Context: an optimization exercise on an open-source flow, tuned for small area and few clock cycles per item. The choices shown serve that exercise and are no tape-out recipe. The RTL was checked by simulation tests, not by an equivalence proof against the original design.

==> flow/design.v, too long to show whole: its modules and the start of the top module <==
// module str_dot_top: 1600 lines
// module str_fa: 10 lines
module str_dot_top (
    input  logic               clk,
    input  logic               rst,
    input  logic [63:0]        in_a,
    input  logic [63:0]        in_b,
    input  logic               in_last,
    input  logic               in_valid,
    output logic               in_ready,
    output logic signed [14:0] out_dot,
    output logic signed [10:0] out_sum,
    output logic               out_last,
    output logic               out_valid,
    input  logic               out_ready
);
  // ...
==> flow/flow/run.sh <==
#!/bin/bash
# Standard ORFS layout (the standard.sh, unchanged synthesis), with the port
# buffers made from a small plain buffer instead of the default choice, and a
# clock tree without dummy loads.
set -euo pipefail
bash standard.sh BUFFER_PORTS_ARGS="-buffer_cell sky130_fd_sc_hd__buf_2" \
  CTS_ARGS="-sink_clustering_enable -repair_clock_nets -buf_list sky130_fd_sc_hd__clkbuf_8 -dont_use_dummy_load" \
  finish > flow.log 2>&1
==> flow/standard.sh <==
#!/bin/bash
# synth_recipe.tcl (not shown) runs the flow's synth.tcl, then flattens the netlist and writes it again
# the make line also repeats each setting of config.mk as NAME=value (left out here)
make -C /OpenROAD-flow-scripts/flow DESIGN_CONFIG=/design/flow/config.mk WORK_HOME=/design/flow/orfs CLKGATE_MAP_FILE= SYNTH_SCRIPT=/design/flow/synth_recipe.tcl "${@:-finish}"
==> flow/config.mk <==
export PLATFORM = sky130hd
export DESIGN_NAME = str_dot_top
export DESIGN_NICKNAME = str_dot_top
export VERILOG_FILES = /design/flow/design.v
export SDC_FILE = /design/flow/constraint.sdc
export NUM_CORES = 4
export LEC_CHECK = 0
export CAP_MARGIN = 20
export CORE_MARGIN = 2
export CORE_UTILIZATION = 70
export CTS_BUF_LIST = sky130_fd_sc_hd__clkbuf_8
export GPL_TIMING_DRIVEN = 0
export PLACE_DENSITY = 0.8
export SLEW_MARGIN = 20
export SYNTH_HIERARCHICAL = 1
==> flow/constraint.sdc <==
create_clock -name core_clock -period 6.0 [get_ports {clk}]
set_input_delay 1.2000 -clock core_clock [delete_from_list [all_inputs] [get_ports {clk}]]
set_output_delay 1.2000 -clock core_clock [all_outputs]
set_load 0.01 [all_outputs]
==> results.ini, run 1 <==
[run_status]
outcome = no timing/DRC/antenna violations

[setup_path]
timing.rr.end = dot_d_q[23]
crit_family = adder cells
end_kind = register
path_common_cell = fa_1
endpoint = dot_d_q[21]

[logic_synthesis]
async_flop_share = 0
synth_cell_type_count = 36
ys_ff_latch = 41
syn_area_sq_mm = 0.0146
synthAdderAreaFrac = 0.713
synth_edf_count = 40
syn_area_per_cell_sq_um = 12.0
syn_inst = 1213

[placement]
io_buffers = 123

[finish]
layout_commonest_cell = fa_1
largest-register = dot_d_q
num-fill-cells = 1354
multi_input_area_share = 0.833

[clocking]
clock-sinks = 41
cts_tree = yes
cts_resized = 18
clkTransAtPathRegs_ns = 0.09
post-cts-setup-buffers = 0
clkLatencyLatePin_ns = 0.32

[routing]
drc_errors = 0
dr.max_layer_used = met4
vias = 10400

[die]
row_count = 52
die_y_um = 148

[timing]
finalCritPeriodShare = 0.985
hold_viol_final = 0

[worst_hold_path]
hp-start = out_valid

[global_routing]
grt_max_degree = 31
antenna_found_initial = 0
grt_use_total = 0.426

Testbench counts, summed over its fixed seeds: cycles 2,056, items 2,048.
==> inputs of run 2 (changes only) <==
--- a/flow/config.mk
+++ b/flow/config.mk
@@ -12,4 +12,5 @@
 export GPL_TIMING_DRIVEN = 0
 export PLACE_DENSITY = 0.8
+export SETUP_SLACK_MARGIN = 0.05
 export SLEW_MARGIN = 20
 export SYNTH_HIERARCHICAL = 1
==> results.ini, run 2 <==
[routing]
vias_per_cell = 6.49  ; was 6.47
first_pass_iters = 6  ; unchanged
ant_nets = 0  ; unchanged
drt_iter0_markers = 1186  ; was 1280
drc_errors = 0  ; unchanged
wl_um = 43400  ; about the same
vias = 10500  ; was 10400
wl_per_cell_um = 26.9  ; about the same

[logic_synthesis]
synth_edf_count = 40  ; unchanged
synth_area_leaders = fa_1 69%, nand2_1 9.7%, edfxtp_1 8.2%  ; unchanged
yosysMostFrequentCell = fa_1  ; unchanged
synth_nets = 1874  ; unchanged
synth_common_cells = 504 x fa_1, 376 x nand2_1, 113 x and2_1, 40 x edfxtp_1, 38 x clkbuf_1  ; unchanged
syn_area_per_cell_sq_um = 12.0  ; unchanged
synth.top_cell.area_share = 0.693  ; unchanged
synth_top_area_cell = fa_1  ; unchanged
synth_cell_type_count = 36  ; unchanged
syn_area_sq_mm = 0.0146  ; unchanged
synth_flop_cell = edfxtp_1  ; unchanged
async_flop_share = 0  ; unchanged
ys_seq_area_frac = 0.0838  ; unchanged
yosys_warnings = 7  ; unchanged
syn_inst = 1213  ; unchanged
ys_ff_latch = 41  ; unchanged

[global_routing]
grt_overflow_total = 0  ; unchanged
antenna_found_initial = 0  ; unchanged
grt_pass1_vias = 11500  ; about the same
grt_use_total = 0.426  ; about the same
grt_max_degree = 31  ; unchanged
grt_pass1_wl_um = 66200  ; about the same

[timing]
maxSlewHeadroom = 0.758  ; was 0.695
finalCritPeriodShare = 0.984  ; was 0.985
setup_viol = 0  ; unchanged
worstMarginPinSlew_ns = 0.363  ; was 0.457 ns
fin_crit_ns = 5.91  ; about the same
rsz0062_at_grt = yes  ; was no
finalClockSkew_ns = 0.0274  ; was 0.0278 ns
slew_viol_final = 0  ; unchanged
fmaxAchievable_mhz = 169  ; about the same
hold_viol_final = 0  ; unchanged

[finish]
finalInstanceArea_sq_mm = 0.0157  ; about the same
register_area_sq_mm = 0.00122  ; unchanged
largest-register = dot_d_q  ; unchanged
layout-drive-gt1-share = 0.133  ; was 0.132
areaGrowthSynthToFinish_pct = 7.62  ; was 7.54%
layout_commonest_cell = fa_1  ; unchanged
largest_reg_flops = 28  ; unchanged
top_regs = dot_d_q x28, sum_d_q x11  ; unchanged
final_util = 0.772  ; about the same
mostFrequentLayoutCells = 501 x fa_1, 376 x nand2_1, 122 x buf_2  ; was 502 x fa_1, 376 x nand2_1, 122 x buf_2
diodes = 0  ; unchanged
instances_no_fill = 1612  ; unchanged
num-fill-cells = 1352  ; was 1354
fin_nets = 2005  ; unchanged
multiInputGateArea_sq_mm = 0.0131  ; about the same

[clocking]
root_buffer = clkbuf_8  ; unchanged
cts_buffers = 5  ; unchanged
htree_levels = 2  ; unchanged
clkLatencyLatePin_ns = 0.32  ; about the same
cts_tree = yes  ; unchanged
cts_hold_buffers = 0  ; unchanged
clkTransAtPathRegs_ns = 0.09  ; about the same
clock-sinks = 41  ; unchanged
cts_buffer_depth = 2  ; unchanged

[die]
fp.dieW_um = 148  ; unchanged
pin_count = 162  ; unchanged
core_sq_mm = 0.0203  ; unchanged
die_area_sq_mm = 0.0220  ; unchanged
start_util = 0.718  ; unchanged
row_count = 52  ; unchanged
die_y_um = 148  ; unchanged

[setup_path]
cp_cell_sequence = buf_2, nand2_1, fa_1, fa_1, fa_1, fa_1, fa_1, fa_1, fa_1, fa_1, fa_1  ; was clkbuf_2, and2_1, fa_1, fa_1, fa_1, fa_1, fa_1, fa_1, fa_1, fa_1, fa_1
path_common_cell = fa_1  ; unchanged
critical_path.max_stage_delay_ns = 0.68  ; was 0.54 ns
critPathMaxFanout = 8  ; unchanged
crit_type = input port to register  ; unchanged
crit_path_start_kind = input port  ; unchanged
slowest_stage = fa_1  ; unchanged
cp_data_arrival_time_ns = 5.95  ; was 5.94 ns
end_kind = register  ; unchanged
required_ns = 6.05  ; was 6.03 ns

[run]
max-cap-violations = 0  ; unchanged

[placement]
gp_congestion = 1.04  ; unchanged
placed_cells = 1607  ; unchanged
io_buffers = 123  ; unchanged
dpl.hpwl_um = 38800  ; unchanged
placed_cell_area_sq_mm = 0.0155  ; unchanged

[worst_hold_path]
hold_class = register to register  ; unchanged

[run_status]
outcome = no timing/DRC/antenna violations  ; unchanged

-- run 2: cell counts after synthesis --
No cell type changed its count.
-- run 2: timing repair --
item,4_1_cts,5_1_grt
resized for setup,25,36
cloned,0,0
pin swaps,0,1
setup endpoints to repair,5,9
buffers inserted,0,0
-- run 2: final timing paths --
check                               start          end  slack [ns]  cells past startpoint
worst max-delay path             in_a[48]  dot_d_q[14]        0.09                     11
worst min-delay path            out_valid   dot_d_q[4]        0.81                      1
worst max register to register  out_valid  dot_d_q[23]        4.79                      2
worst min register to register  out_valid   dot_d_q[4]        0.81                      1
-- run 2: routing by layer --
metal,up-vias,part of all wire,GRT usage
met2,887,0.49,0.671
li1,3975,-,-
met5,-,0,0
met1,5398,0.32,0.557
met4,0,0.089,0.271
met3,194,0.11,0.0822
-- run 2: stage by stage --
stage	worst slack (ns)	hold WS [ns]	TNS, ns
floorplan	0.111	1.27	0
global placement	-0.300	1.35	-2.60
detailed placement	-0.427	0.790	-3.34
CTS	0.0395	0.814	0
global route	0.0321	0.850	0
finish	0.0933	0.810	0
-- run 2: cell families after synthesis --
logic type / after synthesis / synth area share
DFF: 41 / 0.0838
muxes: 1 / 0.000687
AOI/OAI and AO/OA: 28 / 0.0145
xor gates and xnor gates: 13 / 0.00782
adders and majority gates: 528 / 0.713
buffers and inverters: 76 / 0.0209
and+or+nand+nor: 526 / 0.159
-- run 2: modules after synthesis (local to each module, per instance) --
module       times used  cells inside
str_fa              480             1
str_dot_top           1           733
-- run 2: critical path, delay by kind of cell --
kind	cells	cell delay, ns
fa+ha+maj	9	4.39
buf+inv	1	0.23
simple gates	1	0.14
-- run 2: final cells by class --
class / count / area share
plain buffers: 43 / 0.0145
well taps: 270 / 0.0215
repair buffers: 124 / 0.0412
clock buffers: 5 / 0.00439
inverters: 33 / 0.00790
flip-flops and latches: 41 / 0.0779
multi-input cells: 1096 / 0.833
==> inputs of run 3 (changes only) <==
--- a/flow/config.mk
+++ b/flow/config.mk
@@ -8,8 +8,8 @@
 export CAP_MARGIN = 20
 export CORE_MARGIN = 2
-export CORE_UTILIZATION = 70
+export CORE_UTILIZATION = 80
 export CTS_BUF_LIST = sky130_fd_sc_hd__clkbuf_8
 export GPL_TIMING_DRIVEN = 0
-export PLACE_DENSITY = 0.8
+export PLACE_DENSITY = 0.88
 export SETUP_SLACK_MARGIN = 0.05
 export SLEW_MARGIN = 20
==> results.ini, run 3 <==
[setup_path]
slowest_stage = fa_1  ; unchanged
end_kind = register  ; unchanged
crit_family = adder cells  ; unchanged
timing.rr.end = dot_d_q[17]  ; was dot_d_q[23]
crit_type = input port to register  ; unchanged
r2r_slack_ns = 4.83  ; was 4.79 ns
critical_path.max_stage_delay_ns = 0.53  ; was 0.68 ns
critPathMaxFanout = 9  ; was 8
cp_data_arrival_time_ns = 5.93  ; was 5.95 ns
critPathLaunch = in_a[35]  ; was in_a[48]
required_ns = 6.02  ; was 6.05 ns
crit_path_start_kind = input port  ; unchanged
crit-reg2reg-launch = out_valid  ; unchanged
reg2reg_depth = 2  ; unchanged
cp_cell_sequence = buf_2, nand2_1, fa_1, fa_1, fa_1, fa_1, fa_1, fa_1, fa_1, fa_1, fa_1  ; unchanged
path_common_cell = fa_1  ; unchanged
crit_buf_inv = 1  ; unchanged

[timing]
maxSlewHeadroom = 0.746  ; was 0.758
worstMarginPinSlew_ns = 0.376  ; was 0.363 ns
slew_viol_final = 0  ; unchanged
fin_ws_ns = 0.0931  ; was 0.0933 ns
timing.setup.tns_ns = 0  ; unchanged
hold_viol_final = 0  ; unchanged
fin_crit_ns = 5.91  ; about the same
setup_viol = 0  ; unchanged
rsz0062_at_grt = yes  ; unchanged
hold_ws_ns = 0.790  ; was 0.810 ns
finalClockSkew_ns = 0.00816  ; was 0.0274 ns
finalCritPeriodShare = 0.984  ; about the same
fmaxAchievable_mhz = 169  ; about the same

[routing]
drc_errors = 0  ; unchanged
drt_iter0_markers = 1521  ; was 1186
wl_per_cell_um = 29.2  ; was 26.9 um
vias = 10900  ; was 10500
met2_length_um = 21500  ; was 21100 um
dr_wl_met3_um = 5620  ; was 4800 um
wl_um = 45800  ; was 43400 um
dr.max_layer_used = met4  ; unchanged
vias_per_cell = 6.96  ; was 6.49
ant_nets = 0  ; unchanged
drt-met1-wl_um = 13200  ; was 13700 um
first_pass_iters = 7  ; was 6

[global_routing]
grt_pass1_vias = 12600  ; was 11500
antenna_found_initial = 0  ; unchanged
grt_overflow_total = 0  ; unchanged
grt_max_degree = 32  ; was 31
grt_pass1_wl_um = 70500  ; was 66200 um
grt_use_total = 0.510  ; was 0.426

[finish]
areaGrowthSynthToFinish_pct = 7.47  ; was 7.62%
register_area_sq_mm = 0.00122  ; unchanged
multiInputGateArea_sq_mm = 0.0131  ; about the same
layout-drive-gt1-share = 0.139  ; was 0.133
num-fill-cells = 840  ; was 1352
largest-register = dot_d_q  ; unchanged
diodes = 0  ; unchanged
layout_commonest_cell = fa_1  ; unchanged
top_regs = dot_d_q x28, sum_d_q x11  ; unchanged
fin_nets = 2005  ; unchanged
mostFrequentLayoutCells = 493 x fa_1, 376 x nand2_1, 123 x buf_2  ; was 501 x fa_1, 376 x nand2_1, 122 x buf_2
largest_reg_flops = 28  ; unchanged
instances_no_fill = 1571  ; was 1612

[clocking]
cts_buffer_depth = 2  ; unchanged
root_buffer = clkbuf_8  ; unchanged
cts_buffers = 5  ; unchanged
clock-sinks = 41  ; unchanged
clkLatencyLatePin_ns = 0.29  ; was 0.32 ns
clkTransAtPathRegs_ns = 0.07  ; was 0.09 ns
cts_tree = yes  ; unchanged
htree_levels = 2  ; unchanged

[logic_synthesis]
ys_seq_area_frac = 0.0838  ; unchanged
synth_edf_count = 40  ; unchanged
yosys_warnings = 7  ; unchanged
syn_area_per_cell_sq_um = 12.0  ; unchanged
synth_area_leaders = fa_1 69%, nand2_1 9.7%, edfxtp_1 8.2%  ; unchanged
synth_flop_cell = edfxtp_1  ; unchanged
synth_cell_type_count = 36  ; unchanged
syn_area_sq_mm = 0.0146  ; unchanged
yosysMostFrequentCell = fa_1  ; unchanged
async_flop_share = 0  ; unchanged
synth_top_area_cell = fa_1  ; unchanged
synth_nets = 1874  ; unchanged
synth_common_cells = 504 x fa_1, 376 x nand2_1, 113 x and2_1, 40 x edfxtp_1, 38 x clkbuf_1  ; unchanged
syn_inst = 1213  ; unchanged
synth.top_cell.area_share = 0.693  ; unchanged
ys_ff_latch = 41  ; unchanged

[die]
pin_count = 162  ; unchanged
die_area_sq_mm = 0.0193  ; was 0.0220 sq mm
row_count = 49  ; was 52
fp.dieW_um = 139  ; was 148 um
core_sq_mm = 0.0179  ; was 0.0203 sq mm
die_y_um = 139  ; was 148 um
start_util = 0.814  ; was 0.718

[run]
max-cap-violations = 0  ; unchanged

[worst_hold_path]
hold_path_depth = 1  ; unchanged
hp-start = out_valid  ; unchanged
holdPathEnd = dot_d_q[2]  ; was dot_d_q[4]
hold_class = register to register  ; unchanged

[placement]
dpl.hpwl_um = 39600  ; was 38800 um
gp_congestion = 1.01  ; was 1.04
io_buffers = 123  ; unchanged
placed_cells = 1566  ; was 1607
dp_slack_ns = -0.426  ; was -0.427 ns

[run_status]
outcome = no timing/DRC/antenna violations  ; unchanged

==> run 3: cell counts after synthesis <==
No cell type changed its count.
==> run 3: through the flow <==
step | instance area [sq um] | utilization
after floorplan | 14600 | -
after CTS | 15600 | 0.871
final | 15700 | 0.875
after detailed placement | 15500 | 0.865
after global routing | 15700 | 0.875
after global placement | 15500 | 0.864
==> run 3: per-layer routing <==
layer | GRT usage | vias to the layer above
li1 | - | 3980
met1 | 0.640 | 5470
met2 | 0.771 | 1156
met3 | 0.118 | 324
met5 | 0 | -
met4 | 0.427 | 0
==> run 3: worst max path at each step <==
stage,end,slack (ns),depth (start not counted)
after floorplan,dot_d_q[21],0.11,11
after global placement,dot_d_q[14],-0.30,11
after detailed placement,dot_d_q[14],-0.43,11
after CTS,dot_d_q[21],0.05,11
after global routing,dot_d_q[17],0.02,11
final,dot_d_q[17],0.09,11
==> run 3: cell families (layout without fill, tap and decap cells) <==
| family | Yosys count | after routing | synth area share |
|---|---|---|---|
| fa+ha+maj | 528 | 528 | 0.713 |
| compound gates | 28 | 28 | 0.0145 |
| buf+inv | 76 | 205 | 0.0209 |
| flops | 41 | 41 | 0.0838 |
| mux | 1 | 1 | 0.000687 |
| simple gates | 526 | 526 | 0.159 |
| xor+xnor | 13 | 13 | 0.00782 |
==> run 3: what timing repair did <==
action | 4_1_cts | 5_1_grt
setup buffers | 0 | 0
hold buffers | 0 | 0
resized for setup | 30 | 43
setup endpoints to repair | 8 | 10
==> run 3: modules after synthesis, one instance, submodules excluded <==
| module | flops+latches | times used | cells inside | cell area [sq um] |
|---|---|---|---|---|
| str_dot_top | 41 | 1 | 733 | 4960 |
| str_fa | 0 | 480 | 1 | 20.0 |
==> run 3: layout make-up <==
cell class,count,area share
well taps,229,0.0183
plain buffers,43,0.0145
repair buffers,124,0.0419
multi-input cells,1096,0.835
inverters,33,0.00791
clock buffers,5,0.00440
flip-flops and latches,41,0.0780
==> inputs of run 4 (changes only) <==
--- a/flow/flow/run.sh
+++ b/flow/flow/run.sh
@@ -4,5 +4,5 @@
 # clock tree without dummy loads.
 set -euo pipefail
-bash standard.sh BUFFER_PORTS_ARGS="-buffer_cell sky130_fd_sc_hd__buf_2" \
+bash standard.sh BUFFER_PORTS_ARGS="-buffer_cell sky130_fd_sc_hd__buf_1" \
   CTS_ARGS="-sink_clustering_enable -repair_clock_nets -buf_list sky130_fd_sc_hd__clkbuf_8 -dont_use_dummy_load" \
   finish > flow.log 2>&1
--- a/flow/config.mk
+++ b/flow/config.mk
@@ -8,8 +8,8 @@
 export CAP_MARGIN = 20
 export CORE_MARGIN = 2
-export CORE_UTILIZATION = 80
+export CORE_UTILIZATION = 70
 export CTS_BUF_LIST = sky130_fd_sc_hd__clkbuf_8
 export GPL_TIMING_DRIVEN = 0
-export PLACE_DENSITY = 0.88
+export PLACE_DENSITY = 0.8
 export SETUP_SLACK_MARGIN = 0.05
 export SLEW_MARGIN = 20
==> results.ini, run 4 <==
[finish]
layout_commonest_cell = fa_1  ; unchanged
largest_reg_flops = 28  ; unchanged
largest-register = dot_d_q  ; unchanged
fin_nets = 2005  ; unchanged
mostFrequentLayoutCells = 498 x fa_1, 376 x nand2_1, 113 x and2_1  ; was 493 x fa_1, 376 x nand2_1, 123 x buf_2
num-fill-cells = 1343  ; was 840
areaGrowthSynthToFinish_pct = 7.36  ; was 7.47%
diodes = 0  ; unchanged
layout-drive-gt1-share = 0.107  ; was 0.139
final_util = 0.770  ; was 0.875
top_regs = dot_d_q x28, sum_d_q x11  ; unchanged

[clocking]
clkLatencyLatePin_ns = 0.30  ; was 0.29 ns
post-cts-setup-buffers = 0  ; unchanged
root_buffer = clkbuf_8  ; unchanged
cts_buffer_depth = 2  ; unchanged
cts_hold_buffers = 0  ; unchanged
htree_levels = 2  ; unchanged
cts_buffers = 5  ; unchanged
clkTransAtPathRegs_ns = 0.09  ; was 0.07 ns
cts_tree = yes  ; unchanged
clock-sinks = 41  ; unchanged

[timing]
finalClockSkew_ns = 0.0180  ; was 0.00816 ns
finalCritPeriodShare = 0.985  ; was 0.984
fin_crit_ns = 5.91  ; about the same
fmaxAchievable_mhz = 169  ; about the same
timing.setup.tns_ns = 0  ; unchanged
rsz0062_at_grt = yes  ; unchanged
hold_ws_ns = 0.720  ; was 0.790 ns
worstMarginPinSlew_ns = 0.657  ; was 0.376 ns
maxSlewHeadroom = 0.562  ; was 0.746
setup_viol = 0  ; unchanged
slew_viol_final = 0  ; unchanged
hold_viol_final = 0  ; unchanged
fin_ws_ns = 0.0882  ; was 0.0931 ns

[placement]
io_buffers = 123  ; unchanged
gp_congestion = 0.990  ; was 1.01
dpl.hpwl_um = 39600  ; about the same
dp_slack_ns = -0.535  ; was -0.426 ns

[logic_synthesis]
async_flop_share = 0  ; unchanged
synth_common_cells = 504 x fa_1, 376 x nand2_1, 113 x and2_1, 40 x edfxtp_1, 38 x clkbuf_1  ; unchanged
ys_ff_latch = 41  ; unchanged
synth_flop_cell = edfxtp_1  ; unchanged
syn_area_sq_mm = 0.0146  ; unchanged
syn_area_per_cell_sq_um = 12.0  ; unchanged
yosysMostFrequentCell = fa_1  ; unchanged
yosys_warnings = 7  ; unchanged
syn_inst = 1213  ; unchanged
synth_area_leaders = fa_1 69%, nand2_1 9.7%, edfxtp_1 8.2%  ; unchanged
synth.top_cell.area_share = 0.693  ; unchanged
synth_top_area_cell = fa_1  ; unchanged
synth_cell_type_count = 36  ; unchanged
synth_edf_count = 40  ; unchanged
synth_nets = 1874  ; unchanged
ys_seq_area_frac = 0.0838  ; unchanged

[routing]
ant_nets = 0  ; unchanged
wl_um = 45000  ; was 45800 um
vias_per_cell = 6.55  ; was 6.96
vias = 10600  ; was 10900
wl_per_cell_um = 27.9  ; was 29.2 um
first_pass_iters = 8  ; was 7
drt_iter0_markers = 1071  ; was 1521
drc_errors = 0  ; unchanged

[die]
die_y_um = 148  ; was 139 um
die_area_sq_mm = 0.0220  ; was 0.0193 sq mm
pin_count = 162  ; unchanged
fp.dieW_um = 148  ; was 139 um
start_util = 0.718  ; was 0.814
core_sq_mm = 0.0203  ; was 0.0179 sq mm
row_count = 52  ; was 49

[setup_path]
crit_path_start_kind = input port  ; unchanged
crit_buf_inv = 1  ; unchanged
critical_path.max_stage_delay_ns = 0.56  ; was 0.53 ns
required_ns = 6.03  ; was 6.02 ns
path_common_cell = fa_1  ; unchanged
cp_cell_sequence = clkbuf_2, nand2_1, fa_1, fa_1, fa_1, fa_1, fa_1, fa_1, fa_1, fa_2, fa_1  ; was buf_2, nand2_1, fa_1, fa_1, fa_1, fa_1, fa_1, fa_1, fa_1, fa_1, fa_1
crit_family = adder cells  ; unchanged
slowest_stage = fa_1  ; unchanged
r2r_slack_ns = 4.84  ; was 4.83 ns
cp_data_arrival_time_ns = 5.94  ; was 5.93 ns
crit_type = input port to register  ; unchanged
critPathMaxFanout = 8  ; was 9
end_kind = register  ; unchanged

[global_routing]
grt_overflow_total = 0  ; unchanged
grt_use_total = 0.437  ; was 0.510
grt_max_degree = 32  ; unchanged
grt_pass1_vias = 11900  ; was 12600
grt_pass1_wl_um = 67900  ; was 70500 um
antenna_found_initial = 0  ; unchanged

[worst_hold_path]
hold_class = register to register  ; unchanged

[run_status]
outcome = no timing/DRC/antenna violations  ; unchanged

[run]
max-cap-violations = 0  ; unchanged

[run 4: cell counts after synthesis]
No cell type changed its count.
[run 4: cell type report]
cell class | count | area (sq um) | area share
Multi-Input combinational cell | 1096 | 13100 | 0.835
Sequential cell | 41 | 1220 | 0.0781
Tap cell | 270 | 338 | 0.0216
Inverter | 33 | 124 | 0.00792
Buffer | 43 | 228 | 0.0146
Clock buffer | 5 | 68.8 | 0.00440
Timing Repair Buffer | 124 | 601 | 0.0384
[run 4: cell families (layout without fill, tap and decap cells)]
logic type	count (synthesis)	in the layout	synth area share
multiplexers	1	1	0.000687
flip-flops	41	41	0.0838
AO/OA/AOI/OAI	28	28	0.0145
XOR/XNOR	13	13	0.00782
adder cells (fa/ha/maj)	528	528	0.713
AND/OR/NAND/NOR	526	526	0.159
buffers and inverters	76	205	0.0209
[run 4: final timing paths]
kind | start | endpoint | cells past startpoint
hold reg to reg | out_valid | out_valid | 2
hold / removal | out_valid | out_valid | 2
setup reg to reg | out_valid | dot_d_q[18] | 2
setup / recovery | in_b[44] | dot_d_q[21] | 11
[run 4: metal layers]
metal  up-vias  wire length (um)  GRT usage
met4         0              4410      0.295
met1      5440             13900      0.569
li1       3982                 -          -
met2       921             21500      0.682
met3       210              5130     0.0856
met5         -                 0     0.0136
[run 4: Yosys stat by module (local to each module, per instance)]
module       cells  flops+latches  copies in the design
str_dot_top    733             41                     1
str_fa           1              0                   480
[run 4: worst min-delay path, delay by kind of cell (launching register included)]
| kind | cells | cell delay, ns |
|---|---|---|
| simple gates | 1 | 0.25 |
| compound gates | 1 | 0.11 |
| flops | 1 | 0.32 |
[run 4: through the flow]
stage | cell area (sq um) | std cells
global placement | 15400 | 1606
floorplan | 14600 | 1213
CTS | 15600 | 1612
finish | 15600 | 1612
detailed placement | 15400 | 1607
global route | 15600 | 1612
[run 4: timing repair]
item | 4_1_cts | 5_1_grt
pin swaps | 0 | 0
endpoints found under the setup margin | 9 | 9
gates resized for setup | 91 | 54
==> inputs of run 5 (changes only) <==
==> flow/run.sh (new file) <==
#!/bin/bash
# synth_recipe.tcl (not shown) runs the flow's synth.tcl, then flattens the netlist and writes it again
# the make line also repeats each setting of config.mk as NAME=value (left out here)
make -C /OpenROAD-flow-scripts/flow DESIGN_CONFIG=/design/flow/config.mk WORK_HOME=/design/flow/orfs CLKGATE_MAP_FILE= SYNTH_SCRIPT=/design/flow/synth_recipe.tcl finish
removed: flow/flow/run.sh
removed: flow/standard.sh
==> results.ini, run 5 <==
[setup_path]
cp_data_arrival_time_ns = 5.96  ; was 5.94 ns
r2r_slack_ns = 4.85  ; was 4.84 ns
critPathMaxFanout = 9  ; was 8
crit_path_start_kind = input port  ; unchanged
end_kind = register  ; unchanged
required_ns = 6.04  ; was 6.03 ns
crit-reg2reg-launch = out_valid  ; unchanged
crit_type = input port to register  ; unchanged
timing.rr.end = dot_d_q[17]  ; was dot_d_q[18]
critPathLaunch = in_a[22]  ; was in_b[44]
reg2reg_depth = 2  ; unchanged

[timing]
finalCritPeriodShare = 0.987  ; was 0.985
setup_viol = 0  ; unchanged
fin_ws_ns = 0.0803  ; was 0.0882 ns
slew_viol_final = 0  ; unchanged
maxSlewHeadroom = 0.665  ; was 0.562
worstMarginPinSlew_ns = 0.501  ; was 0.657 ns
hold_viol_final = 0  ; unchanged
timing.setup.tns_ns = 0  ; unchanged
finalClockSkew_ns = 0.0127  ; was 0.0180 ns
hold_ws_ns = 0.710  ; was 0.720 ns
rsz0062_at_grt = yes  ; unchanged
fmaxAchievable_mhz = 169  ; about the same
fin_crit_ns = 5.92  ; was 5.91 ns

[global_routing]
grt_max_degree = 33  ; was 32
grt_pass1_wl_um = 71500  ; was 67900 um
antenna_found_initial = 0  ; unchanged
grt_pass1_vias = 12600  ; was 11900
grt_use_total = 0.462  ; was 0.437
grt_overflow_total = 0  ; unchanged

[clocking]
clock-sinks = 41  ; unchanged
clkLatencyLatePin_ns = 0.31  ; was 0.30 ns
cts_buffers = 5  ; unchanged
cts_buffer_depth = 2  ; unchanged
root_buffer = clkbuf_8  ; unchanged
cts_hold_buffers = 0  ; unchanged
htree_levels = 2  ; unchanged
post-cts-setup-buffers = 0  ; unchanged
cts_tree = yes  ; unchanged
clkTransAtPathRegs_ns = 0.09  ; about the same

[logic_synthesis]
ys_seq_area_frac = 0.0838  ; unchanged
synthMuxAreaShare = 0.000687  ; unchanged
synth_compound_area_frac = 0.0145  ; unchanged
synth_flop_cell = edfxtp_1  ; unchanged
synth_cell_type_count = 36  ; unchanged
yosysMostFrequentCell = fa_1  ; unchanged
yosys_warnings = 7  ; unchanged
synth_common_cells = 504 x fa_1, 376 x nand2_1, 113 x and2_1, 40 x edfxtp_1, 38 x clkbuf_1  ; unchanged
synth_top_area_cell = fa_1  ; unchanged
syn_inst = 1213  ; unchanged
synth_nets = 1874  ; unchanged
synth_xor_area_frac = 0.00782  ; unchanged
synth_top_family_by_area = adder cells  ; unchanged
syn_area_per_cell_sq_um = 12.0  ; unchanged
synth_area_leaders = fa_1 69%, nand2_1 9.7%, edfxtp_1 8.2%  ; unchanged
synth_edf_count = 40  ; unchanged
async_flop_share = 0  ; unchanged
synthSimpleGateAreaFrac = 0.159  ; unchanged
synthAdderAreaFrac = 0.713  ; unchanged
syn_area_sq_mm = 0.0146  ; unchanged
ys_ff_latch = 41  ; unchanged
synth.top_cell.area_share = 0.693  ; unchanged

[die]
fp.dieW_um = 148  ; unchanged
die_area_sq_mm = 0.0220  ; unchanged
start_util = 0.718  ; unchanged
row_count = 52  ; unchanged
pin_count = 162  ; unchanged
die_y_um = 148  ; unchanged
core_sq_mm = 0.0203  ; unchanged

[routing]
met2_length_um = 22000  ; was 21500 um
dr_wl_met3_um = 5980  ; was 5130 um
drt-met1-wl_um = 14000  ; was 13900 um
drc_errors = 0  ; unchanged
wl_um = 47000  ; was 45000 um
drt_iter0_markers = 1134  ; was 1071
ant_nets = 0  ; unchanged
vias = 10800  ; was 10600
first_pass_iters = 8  ; unchanged
wl_per_cell_um = 29.1  ; was 27.9 um
vias_per_cell = 6.66  ; was 6.55
dr.max_layer_used = met4  ; unchanged

[placement]
dp_slack_ns = -0.787  ; was -0.535 ns
placed_cell_area_sq_mm = 0.0162  ; was 0.0154 sq mm
gp_congestion = 1.03  ; was 0.990
io_buffers = 123  ; unchanged
dpl.hpwl_um = 40700  ; was 39600 um

[finish]
largest-register = dot_d_q  ; unchanged
finalInstanceArea_sq_mm = 0.0160  ; was 0.0156 sq mm
layout_commonest_cell = fa_1  ; unchanged
diodes = 0  ; unchanged
layout-drive-gt1-share = 0.124  ; was 0.107
num-fill-cells = 1284  ; was 1343
fin_nets = 2005  ; unchanged
largest_reg_flops = 28  ; unchanged
areaGrowthSynthToFinish_pct = 10.1  ; was 7.36%
top_regs = dot_d_q x28, sum_d_q x11  ; unchanged
mostFrequentLayoutCells = 482 x fa_1, 376 x nand2_1, 112 x and2_1  ; was 498 x fa_1, 376 x nand2_1, 113 x and2_1

[worst_hold_path]
holdPathEnd = out_valid  ; unchanged
hold_path_depth = 2  ; unchanged
hold_class = register to register  ; unchanged
hp-start = out_valid  ; unchanged

[run]
max-cap-violations = 0  ; unchanged

[run_status]
outcome = no timing/DRC/antenna violations  ; unchanged

-- run 5: per-layer routing --
layer  up-vias  track usage
li1       3981            -
met1      5483        0.571
met2      1020        0.695
met3       277        0.126
met4         0        0.371
met5         -      0.00909
-- run 5: critical path: stages --
cell and delay (ns):
clkdlybuf4s18_2 0.32, nand2_1 0.13, fa_1 0.48, fa_1 0.47, fa_1 0.58, fa_1 0.48, fa_1 0.41, fa_1 0.47
fa_1 0.45, fa_1 0.52, fa_1 0.43
-- run 5: timing repair --
action | 4_1_cts | 5_1_grt
endpoints found under the setup margin | 18 | 12
pin swaps | 0 | 4
gates resized for setup | 258 | 194
-- run 5: modules after synthesis (local to each module, per instance) --
module / area (sq um) / cells inside / flops+latches / times used
str_dot_top: 4960 / 733 / 41 / 1
str_fa: 20.0 / 1 / 0 / 480
-- run 5: worst max path at each step --
stage                  endpoint  slack (ns)  cells after the start
floorplan           dot_d_q[21]        0.11                     11
global placement    dot_d_q[21]       -0.74                     11
detailed placement  dot_d_q[21]       -0.79                     11
CTS                 dot_d_q[21]        0.02                     11
global route        dot_d_q[14]        0.05                     11
finish              dot_d_q[14]        0.08                     11
-- run 5: cell families (layout without fill, tap and decap cells) --
kind of cell / count (synthesis) / in the layout
compound gates: 28 / 28
xor+xnor: 13 / 13
fa+ha+maj: 528 / 528
buf+inv: 76 / 208
flops: 41 / 41
mux: 1 / 1
simple gates: 526 / 526
-- run 5: area by class of cell --
cell class,instances,area [sq um],share of cell area
clock inverter,3,46.3,0.00289
buffer,43,228,0.0142
multi-input combinational,1096,13100,0.817
timing repair buffer,124,917,0.0572
sequential,41,1220,0.0761
clock buffer,5,68.8,0.00429
inverter,33,124,0.00772
tap,270,338,0.0211
-- run 5: metrics by stage --
step,util,std cells
global route,0.790,1615
global placement,0.795,1606
floorplan,-,1213
detailed placement,0.796,1607
CTS,0.805,1615
finish,0.790,1615

## port drivers added, routing unchanged
No port has a modelled driver above. Below, the same layouts with a new extraction and two added sets of constraints.
Step 1 assumes that a clkbuf_16 drives the clock port and a buf_2 every other input.
Step 2, shift: input delay + t, output delay - t, t = (earliest + latest rising clock arrival at the registers) / 2. This alone moves slack from input paths to output paths.
a / b / c = ideal ports / drivers / drivers and shift; a / b = the first two.
| run | t (ns) | setup slack, ns | worst setup path after step 2 |
|---|---|---|---|
| run 1 | 0.343 | 0.088 / 0.100 / -0.243 | input to register |
| run 2 | 0.344 | 0.093 / 0.100 / -0.244 | input to register |
| run 3 | 0.321 | 0.093 / 0.099 / -0.221 | input to register |
| run 4 | 0.321 | 0.088 / 0.090 / -0.231 | input to register |
| run 5 | 0.333 | 0.080 / 0.066 / -0.267 | input to register |
Met with ideal ports but missed after step 2: setup timing in every run listed. For run 5, which loses most, drivers alone change the setup slack by -0.014 ns; drivers and shift together by -0.347 ns.
